This design comes from an exercise in tuning for small area and a short achievable clock period on the open sky130 flow, not from production work. The RTL was checked by simulation tests, not by an equivalence proof against the original design. Power is estimated from default activity; no workload was simulated.

P:
// tpu_host_buffer
module tpu_host_buffer #(
   parameter int ELEMS = 64
) (
   input  logic        clk,
   input  logic        rst_n,
   input  logic [7:0]  host_addr,
   input  logic [7:0]  host_wdata,
   input  logic        host_we,
   input  logic        host_start,
   output logic [7:0]  host_rdata,
   output logic        host_busy,
   output logic        host_done,
   output logic [7:0]  core_a_data,
   output logic [7:0]  core_b_data,
   output logic        core_valid,
   output logic        core_last,
   input  logic        core_ready,
   input  logic [15:0] res_data,
   input  logic        res_valid
);
   localparam int KW = $clog2(ELEMS);
   logic          stream_q, wait_q, done_q, busy_q, last_q;
   logic [KW-1:0] kp_q;           
   logic [KW:0]   r_q;            
   logic [7:0]    a_q, b_q;       
   logic [1:0]    rsel_q;         
   logic [7:0]    ca_q, cb_q, cl_q, ch_q;   
   logic [7:0]    a_mem   [ELEMS];
   logic [7:0]    b_mem   [ELEMS];
   logic [15:0]   res_mem [ELEMS];
   logic [KW-1:0] idx;
   logic          host_open, buf_we, res_we, start, r_full, adv, at_end;
   assign idx       = host_addr[KW-1:0];
   assign host_open = !stream_q && !wait_q;
   assign buf_we    = host_we && !host_addr[7] && host_open;
   assign start     = host_start && host_open;
   assign r_full    = r_q[KW];
   assign res_we    = res_valid && busy_q && !r_full;
   assign adv       = stream_q && core_ready;
   assign at_end    = (kp_q == '0);   
   always_ff @(posedge clk) begin
      if (buf_we && !host_addr[6])
         a_mem[idx] <= host_wdata;
      if (buf_we && host_addr[6])
         b_mem[idx] <= host_wdata;
      if (res_we)
         res_mem[r_q[KW-1:0]] <= res_data;
   end
   always_ff @(posedge clk) begin
      cb_q <= b_mem[idx];
      cl_q <= res_mem[idx][7:0];
      ch_q <= res_mem[idx][15:8];
   end
   always_ff @(posedge clk or negedge rst_n) begin
      if (!rst_n) begin
         stream_q <= 1'b0;
         wait_q   <= 1'b0;
         done_q   <= 1'b0;
         busy_q   <= 1'b0;
         last_q   <= 1'b0;
         kp_q     <= '0;
         r_q      <= '0;
         a_q      <= '0;
         b_q      <= '0;
         rsel_q   <= '0;
         ca_q     <= '0;
      end else begin
         ca_q   <= a_mem[idx];
         rsel_q <= host_addr[7:6];
         if (start)
            r_q <= '0;
  ...
Size in the first run: ~5100 cells after synthesis, ~2100 flip-flops, roughly 66 I/O pins.
Settings: LEC_CHECK=0, CAP_MARGIN=20, CORE_MARGIN=2, CORE_UTILIZATION=40, SLEW_MARGIN=20; clock period 6.0 ns.
run.sh (not shown) runs the stock make flow with config.mk's settings and CLKGATE_MAP_FILE= SYNTH_SCRIPT=/design/flow/synth_recipe.tcl, a recipe that flattens the netlist after the stock synthesis.
P: full flow OK, the timing, DRC and antenna checks passed
The following lists how Q was set up differently from P:
Settings: ABC_CLOCK_PERIOD_IN_PS now 2800, previously not set; CORE_UTILIZATION now 55, was 40; SETUP_SLACK_MARGIN now 3.2, previously not set.
Notes after the runs:
Comparing antenna cell count for P and Q, the smaller number came from P. Going from P to Q, width of the die down 70 µm; number of antenna violations at the first check in global routing went down; area used by sequential logic in the layout neither gained nor lost much; sum of internal, switching and leakage power climbed 1200 µW; number of tap instances went down 800. Q ends up with a cell area that is about 7% higher than in P. Compared with P, Q shows a higher clock latency of the later-clocked register in the worst-skew pair. Route | Q vs P | wire longer in Q. Looking at die area, Q sits 27% lower than P does. In Q relative to P, final cell count had gone down by a few percent.


tpu_host_buffer, a different RTL version from the one above (not shown whole).
For scale: roughly 5100 cells after synthesis, ~2100 flip-flops, ~66 I/O pins, about 90000 µm² of cells after synthesis.
Settings: LEC_CHECK=0, CAP_MARGIN=20, CORE_MARGIN=2, CORE_UTILIZATION=60, CTS_CLUSTER_DIAMETER=60, CTS_CLUSTER_SIZE=30, SETUP_SLACK_MARGIN=3.3, SLEW_MARGIN=20, TNS_END_PERCENT=5; clock period 6.0 ns.
Change:
- CORE_UTILIZATION: 60 -> 50
Die area came out higher by about a fifth.
Cell area is about the same.
Worst setup slack improved by 0.057 ns.
Sequential cell count does not change.
Non-clock buffer count came out lower by 46.


Setup of cedar:
The RTL this note starts from:
==> flow/design.v <==
module tpu_host_buffer #(
   parameter int ELEMS = 64
) (
   input  logic        clk,
   input  logic        rst_n,
   input  logic [7:0]  host_addr,
   input  logic [7:0]  host_wdata,
   input  logic        host_we,
   input  logic        host_start,
   output logic [7:0]  host_rdata,
   output logic        host_busy,
   output logic        host_done,
   output logic [7:0]  core_a_data,
   output logic [7:0]  core_b_data,
   output logic        core_valid,
   output logic        core_last,
   input  logic        core_ready,
   input  logic [15:0] res_data,
   input  logic        res_valid
);
   localparam int KW = $clog2(ELEMS);
   logic          stream_q, wait_q, done_q, busy_q, last_q;
   logic [KW-1:0] kp_q;           
   logic [KW:0]   r_q;            
   logic [7:0]    a_q, b_q;       
   logic [7:0]    rdata_q, rdata_n;
   logic [7:0]    a_mem   [ELEMS];
   logic [7:0]    b_mem   [ELEMS];
   logic [15:0]   res_mem [ELEMS];
   logic [KW-1:0] idx;
   logic          host_open, buf_we, res_we, start, r_full, adv, at_end;
   assign idx       = host_addr[KW-1:0];
   assign host_open = !stream_q && !wait_q;
   assign buf_we    = host_we && !host_addr[7] && host_open;
   assign start     = host_start && host_open;
   assign r_full    = r_q[KW];
   assign res_we    = res_valid && busy_q && !r_full;
   assign adv       = stream_q && core_ready;
   assign at_end    = (kp_q == '0);   
   always_ff @(posedge clk) begin
      if (buf_we && !host_addr[6])
         a_mem[idx] <= host_wdata;
      if (buf_we && host_addr[6])
         b_mem[idx] <= host_wdata;
      if (res_we)
         res_mem[r_q[KW-1:0]] <= res_data;
   end
   always_comb begin
      unique case (host_addr[7:6])
         2'b00:   rdata_n = a_mem[idx];
         2'b01:   rdata_n = b_mem[idx];
         2'b10:   rdata_n = res_mem[idx][7:0];
         default: rdata_n = res_mem[idx][15:8];
      endcase
   end
   always_ff @(posedge clk or negedge rst_n) begin
      if (!rst_n) begin
         stream_q <= 1'b0;
         wait_q   <= 1'b0;
         done_q   <= 1'b0;
         busy_q   <= 1'b0;
         last_q   <= 1'b0;
         kp_q     <= '0;
         r_q      <= '0;
         a_q      <= '0;
         b_q      <= '0;
         rdata_q  <= '0;
      end else begin
         rdata_q <= rdata_n;
         if (start)
            r_q <= '0;
         else if (res_we)
            r_q <= r_q + 1'b1;
         if (start) begin
            stream_q <= 1'b1;
            busy_q   <= 1'b1;
            done_q   <= 1'b0;
            kp_q     <= KW'(1);
            last_q   <= 1'b0;
            a_q      <= (buf_we && host_addr[6:0] == 7'h00) ? host_wdata : a_mem[0];
            b_q      <= (buf_we && host_addr[6:0] == 7'h40) ? host_wdata : b_mem[0];
         end else if (stream_q) begin
            if (core_ready) begin
               if (at_end) begin
                  stream_q <= 1'b0;
                  wait_q   <= 1'b1;
                  a_q      <= '0;
                  b_q      <= '0;
               end else begin
                  a_q      <= a_mem[kp_q];
                  b_q      <= b_mem[kp_q];
               end
               kp_q   <= kp_q + 1'b1;
               last_q <= (kp_q == KW'(ELEMS - 1));
            end
         end else if (wait_q) begin
            if (r_full) begin
               wait_q <= 1'b0;
               busy_q <= 1'b0;
               done_q <= 1'b1;
            end
         end else if (done_q && buf_we) begin
            done_q <= 1'b0;
         end
      end
   end
   assign host_rdata  = rdata_q;
   assign host_busy   = busy_q;
   assign host_done   = done_q;
   assign core_valid  = stream_q;
   assign core_last   = last_q;
   assign core_a_data = a_q;
   assign core_b_data = b_q;
endmodule
make LEC_CHECK=0 CAP_MARGIN=20 CORE_MARGIN=2 CORE_UTILIZATION=50 CTS_CLUSTER_DIAMETER=60 CTS_CLUSTER_SIZE=30 SETUP_SLACK_MARGIN=3.3 SLEW_MARGIN=20 finish   # period 6.0 ns
cedar did not stop at any stage, and its layout met the timing, DRC and antenna checks.
--- input diff cedar..violet ---
# cedar
export LEC_CHECK = 0
export CAP_MARGIN = 20
export CORE_MARGIN = 2
export CORE_UTILIZATION = 50
export CTS_CLUSTER_DIAMETER = 60
export CTS_CLUSTER_SIZE = 30
export SETUP_SLACK_MARGIN = 3.3
export SLEW_MARGIN = 20
create_clock -name core_clock -period 6.0 [get_ports {clk}]
# violet
export LEC_CHECK = 0
export CAP_MARGIN = 20
export CORE_MARGIN = 2
export CORE_UTILIZATION = 60
export CTS_CLUSTER_DIAMETER = 60
export CTS_CLUSTER_SIZE = 30
export SETUP_SLACK_MARGIN = 3.3
export SLEW_MARGIN = 20
export TNS_END_PERCENT = 5
create_clock -name core_clock -period 6.0 [get_ports {clk}]
[summary]
In violet, combinational power is lower than in cedar. Higher total met3 wirelength after detailed routing was reported by violet, not cedar. In the tables for cedar and violet, global-route usage over all layers reads higher with violet. Compared to cedar, violet has share of layout cells above drive strength 1 3.2 points lower. Between violet and cedar, the H-tree depth reported by CTS figures differ only marginally.
Inputs modified between violet and indigo:
# violet
export LEC_CHECK = 0
export CAP_MARGIN = 20
export CORE_MARGIN = 2
export CORE_UTILIZATION = 60
export CTS_CLUSTER_DIAMETER = 60
export CTS_CLUSTER_SIZE = 30
export SETUP_SLACK_MARGIN = 3.3
export SLEW_MARGIN = 20
export TNS_END_PERCENT = 5
create_clock -name core_clock -period 6.0 [get_ports {clk}]
# indigo
export LEC_CHECK = 0
export CAP_MARGIN = 20
export CORE_MARGIN = 2
export CORE_UTILIZATION = 50
export CTS_CLUSTER_DIAMETER = 60
export CTS_CLUSTER_SIZE = 30
export SETUP_SLACK_MARGIN = 3.3
export SLEW_MARGIN = 20
export TNS_END_PERCENT = 5
create_clock -name core_clock -period 6.0 [get_ports {clk}]
## What came out
- indigo was carried through to the last stage, and its layout satisfied the timing, DRC and antenna checks.
- indigo ended with more non-clock buffer instance count of the final layout than violet.
- Per the comparison of indigo with violet, depth of the most critical reg-to-reg path went up; number of cells in the finished layout apart from fillers went up; routed metal-1 wirelength went up.
- Biggest cell delay along the critical path was lower in the run labelled indigo.
- Initial antenna violation count (indigo over violet): decrease, 2
- In the final reports, the cell area of indigo is larger than that of violet.
- Compared indigo vs violet, and routing usage on met3 is down in indigo.
- Summary of the comparison: biggest fanout along the worst timing path is lower in indigo, relative to violet.
- Compared violet against indigo; number of combinational gates with multiple inputs within noise.

[afterwards: timing with drivers on the ports]
In the flow no input, the clock included, has a driving cell. The finished layouts below were timed again as built, in two steps.
Step 1 assumes that a clkbuf_16 drives the clock port and a buf_2 every other input.
Step 2 adds t to the input delays and takes it off the output delays; t is the mean of the earliest and latest rising clock arrival at the registers after step 1. Input paths then give back, and output paths get back, about the clock's delay inside the block.
a / b / c = ideal / step 1 / step 2; a / b = the first two.
run | shift t [ns] | setup WS [ns] | worst hold slack (ns) | cell pins on the clock port's net
P | 0.916 | 1.735 / 1.799 / 0.883 | 0.563 / 0.501 / 0.565 | 1
Q | 0.964 | 2.449 / 2.354 / 1.919 | 0.519 / 0.450 / 0.526 | 1
the first run of note 2 | 0.897 | 2.836 / 2.487 / 1.590 | 0.504 / 0.504 / 0.504 | 1
the second run of note 2 | 0.942 | 2.893 / 2.671 / 1.730 | 0.501 / 0.441 / 0.501 | 1
cedar | 0.910 | 2.850 / 2.646 / 1.736 | 0.509 / 0.434 / 0.528 | 1
violet | 0.906 | 2.691 / 2.383 / 1.477 | 0.530 / 0.463 / 0.541 | 1
indigo | 0.944 | 2.904 / 2.653 / 1.710 | 0.486 / 0.408 / 0.518 | 1
After both steps setup and hold are still met in every run listed. The setup slack of the first run of note 2, which loses most, moves by -0.349 ns with the drivers and by -1.246 ns with both steps.
